Context: an optimization exercise on an open-source flow, tuned for small area and a short achievable clock period. The choices shown serve that exercise and are no tape-out recipe. Only simulation tests tie the RTL to the original design; equivalence was not proved. The clock port is modelled as an ideal driver; clocking choices that lean on that would not hold on a real chip. No activity file was given, so power comes from the tool's default toggle rates.

build 60:
## drive_datapath
module drive_datapath #(
    parameter int NUM_BANK = 4
) (
    input  logic                                clk,
    input  logic                                rst_i,
    input  logic                                update_pc_i,
    input  logic [NUM_BANK-1:0]                 bank_wr_sel_i,
    input  logic                                inst_wr_en_i,
    input  logic [drive_pkg::PC_W-1:0]          inst_wr_addr_i,
    input  logic [drive_pkg::INST_W-1:0]        inst_wr_data_i,
    input  logic                                env_wr_en_i,
    input  logic [drive_pkg::ENV_ADDR_W-1:0]    env_wr_addr_i,
    input  logic [drive_pkg::AMP_W-1:0]         env_wr_data_i,
    output logic [NUM_BANK-1:0]                 bank_busy_o,
    output logic                                valid_o,
    output logic [drive_pkg::IQ_SUM_W-1:0]      i_o,
    output logic [drive_pkg::IQ_SUM_W-1:0]      q_o
);
For scale: roughly 7700 cells after synthesis, about 150000 sq um of cells after synthesis.
==> flow/config.mk <==
export PLATFORM = sky130hd
export DESIGN_NAME = drive_datapath
export DESIGN_NICKNAME = drive_datapath
export VERILOG_FILES = /design/flow/design.v
export SDC_FILE = /design/flow/constraint.sdc
export NUM_CORES = 4
export LEC_CHECK = 0
export CAP_MARGIN = 20
export CORE_MARGIN = 2
export CORE_UTILIZATION = 60
export PLACE_DENSITY = 0.72
export SETUP_SLACK_MARGIN = 4.5
export SLEW_MARGIN = 40
==> flow/constraint.sdc <==
create_clock -name core_clock -period 7.0 [get_ports {clk}]
set_input_delay 1.4000 -clock core_clock [delete_from_list [all_inputs] [get_ports {clk}]]
set_output_delay 1.4000 -clock core_clock [all_outputs]
set_load 0.01 [all_outputs]
standard.sh (not shown) runs the stock make flow with config.mk's settings and CLKGATE_MAP_FILE= SYNTH_SCRIPT=/design/flow/synth_recipe.tcl, a recipe that flattens the netlist after the stock synthesis.
==> flow/flow/run.sh <==
#!/bin/bash
# Standard ORFS layout with two changes:
#  - clock tree: larger sink clusters and no dummy loads
#  - after CTS, a second setup repair pass with a plain move sequence
# make's full output goes to flow_make.log; each ORFS step logs under orfs/logs.
set -euo pipefail
here=$(pwd)
bash standard.sh \
  CTS_ARGS="-sink_clustering_enable -repair_clock_nets -sink_clustering_size 25 -sink_clustering_max_diameter 70 -dont_use_dummy_load" \
  POST_CTS_TCL="$here/flow/post_cts.tcl" \
  finish > "$here/flow_make.log" 2>&1
==> flow/flow/post_cts.tcl <==
# Second setup repair after CTS. The default pass stops early on paths the
# first moves of its sequence cannot improve; sizing and buffering alone
# fixes most of what it leaves.
estimate_parasitics -placement
repair_timing -setup -setup_margin $::env(SETUP_SLACK_MARGIN) -repair_tns 100 \
  -match_cell_footprint -sequence "sizeup,buffer,swap" -verbose
detailed_placement
check_placement -verbose
estimate_parasitics -placement
report_worst_slack
report_design_area
Setup changes, build 60 to build 95
- SETUP_SLACK_MARGIN: 4.5 -> 4.35
Diff build 95 and build 60: shortest period the worst path allows lower in build 95
Clock group share of total power | build 95 above build 60
Build 95 vs. build 60: worst-case hold slack shows an increase of 0.0034 ns, post-route fraction of the period consumed by the critical path shows a reduction of 0.45 points, via count of the first global-routing pass shows a reduction of 1579.
The worst setup path startpoint comes out u_sum.i_o[7]$_SDFF_PN0_ in one run and u_sum.q_o[8]$_SDFF_PN0_ in the other, namely in build 95 and build 60 respectively.
diff inputs: build 95 => build 56
- changing CORE_UTILIZATION from 60 to 65
- changing PLACE_DENSITY from 0.72 to 0.76
- changing SETUP_SLACK_MARGIN from 4.35 to 4.2
Notes after the runs:
On build 56: worst setup slack is 0.0039 ns lower than what build 95 gave.
Area: build 56 vs build 95 -> build 56 smaller
Build 95 has higher total power than build 56.
Endpoint of the most critical setup path = g_bank[0].u_mod.sample_o[7]$_DFF_P_: build 56; endpoint of the most critical setup path = i_o[7]: build 95
Input-level comparison between build 50 and build 56:
- a change of PLACE_DENSITY from 0.76 to 0.72
- a change of CORE_UTILIZATION from 65 to 60
In the reports for build 56 and build 50, the smaller die area belongs to build 56.
Launching instance or port of the critical path: env_wr_addr_i[1] -> build 56, env_pend_addr_q[2][2]$_DFFE_PP_ -> build 50
Between build 56 and build 50, the biggest cell delay along the critical path is higher for build 50.
Re period utilization: build 56 and build 50 aren't equal, and the higher value belongs to build 50.
Diff build 56 -> build 50: depth of the critical timing path with buffers and inverters included lower; overall die height shows an increase of 20 um; fraction of layout cells with a size suffix above 1 comparable.

========
Another version of the RTL of drive_datapath (not shown whole).
For scale: ~7,700 cells after synthesis, ~150,000 um2 of cells after synthesis.
export LEC_CHECK = 0
export CAP_MARGIN = 20
export CORE_MARGIN = 2
export CORE_UTILIZATION = 60
export PLACE_DENSITY = 0.72
export SETUP_SLACK_MARGIN = 4.2
export SLEW_MARGIN = 40
create_clock -name core_clock -period 7.0 [get_ports {clk}]
==> flow/flow/run.sh <==
#!/bin/bash
# Standard ORFS layout with two changes:
#  - clock tree: larger sink clusters and no dummy loads
#  - after CTS, a second setup repair pass with a plain move sequence
# make's full output goes to flow_make.log; each ORFS step logs under orfs/logs.
set -euo pipefail
here=$(pwd)
bash standard.sh \
  CTS_ARGS="-sink_clustering_enable -repair_clock_nets -sink_clustering_size 30 -sink_clustering_max_diameter 80 -dont_use_dummy_load" \
  POST_CTS_TCL="$here/flow/post_cts.tcl" \
  finish > "$here/flow_make.log" 2>&1
Scripts as last shown in full above: flow/flow/post_cts.tcl
The starting point finished clean.
Rerun with:
SLEW_MARGIN = 20   (was 40)
=> Power decreases by about 0.4%. Clock-buffer cell count decreases by 3. Sequential power hardly moves. Worst setup slack gains 0.043 ns.

-- re-timing with driven ports --
No port has a modelled driver above. Below, the same layouts with a new extraction and two added sets of constraints.
Step 1: set_driving_cell puts a clkbuf_16 on clk and a buf_2 on each other input, an assumption about the parent block.
Step 2 times the ports against the registers' clock, not the clock port: input delays grow and output delays shrink by t, the midpoint of the rising clock arrivals with the driver on.
Slacks: ideal ports / drivers / drivers and shift; pairs: ideal ports / drivers.
run	t, ns	setup WS [ns]	worst setup path after step 2	latest minus earliest clock arrival (ns)	worst data-port slew with drivers (ns)
build 60	0.947	4.165 / 4.074 / 3.527	input to register	0.106 / 0.106	0.18
build 95	0.947	4.197 / 4.103 / 3.427	input to register	0.104 / 0.105	0.19
build 56	0.944	4.193 / 4.114 / 3.313	input to register	0.098 / 0.097	0.11
build 50	0.942	4.165 / 4.087 / 3.355	input to register	0.103 / 0.104	0.15
the first run of note 2	0.925	4.080 / 4.080 / 3.314	input to register	0.084 / 0.085	0.15
the second run of note 2	0.909	4.123 / 4.123 / 3.377	input to register	0.130 / 0.131	0.16
After both steps setup and hold are still met in every run listed. For build 56, which loses most, drivers alone change the setup slack by -0.079 ns; drivers and shift together by -0.880 ns.
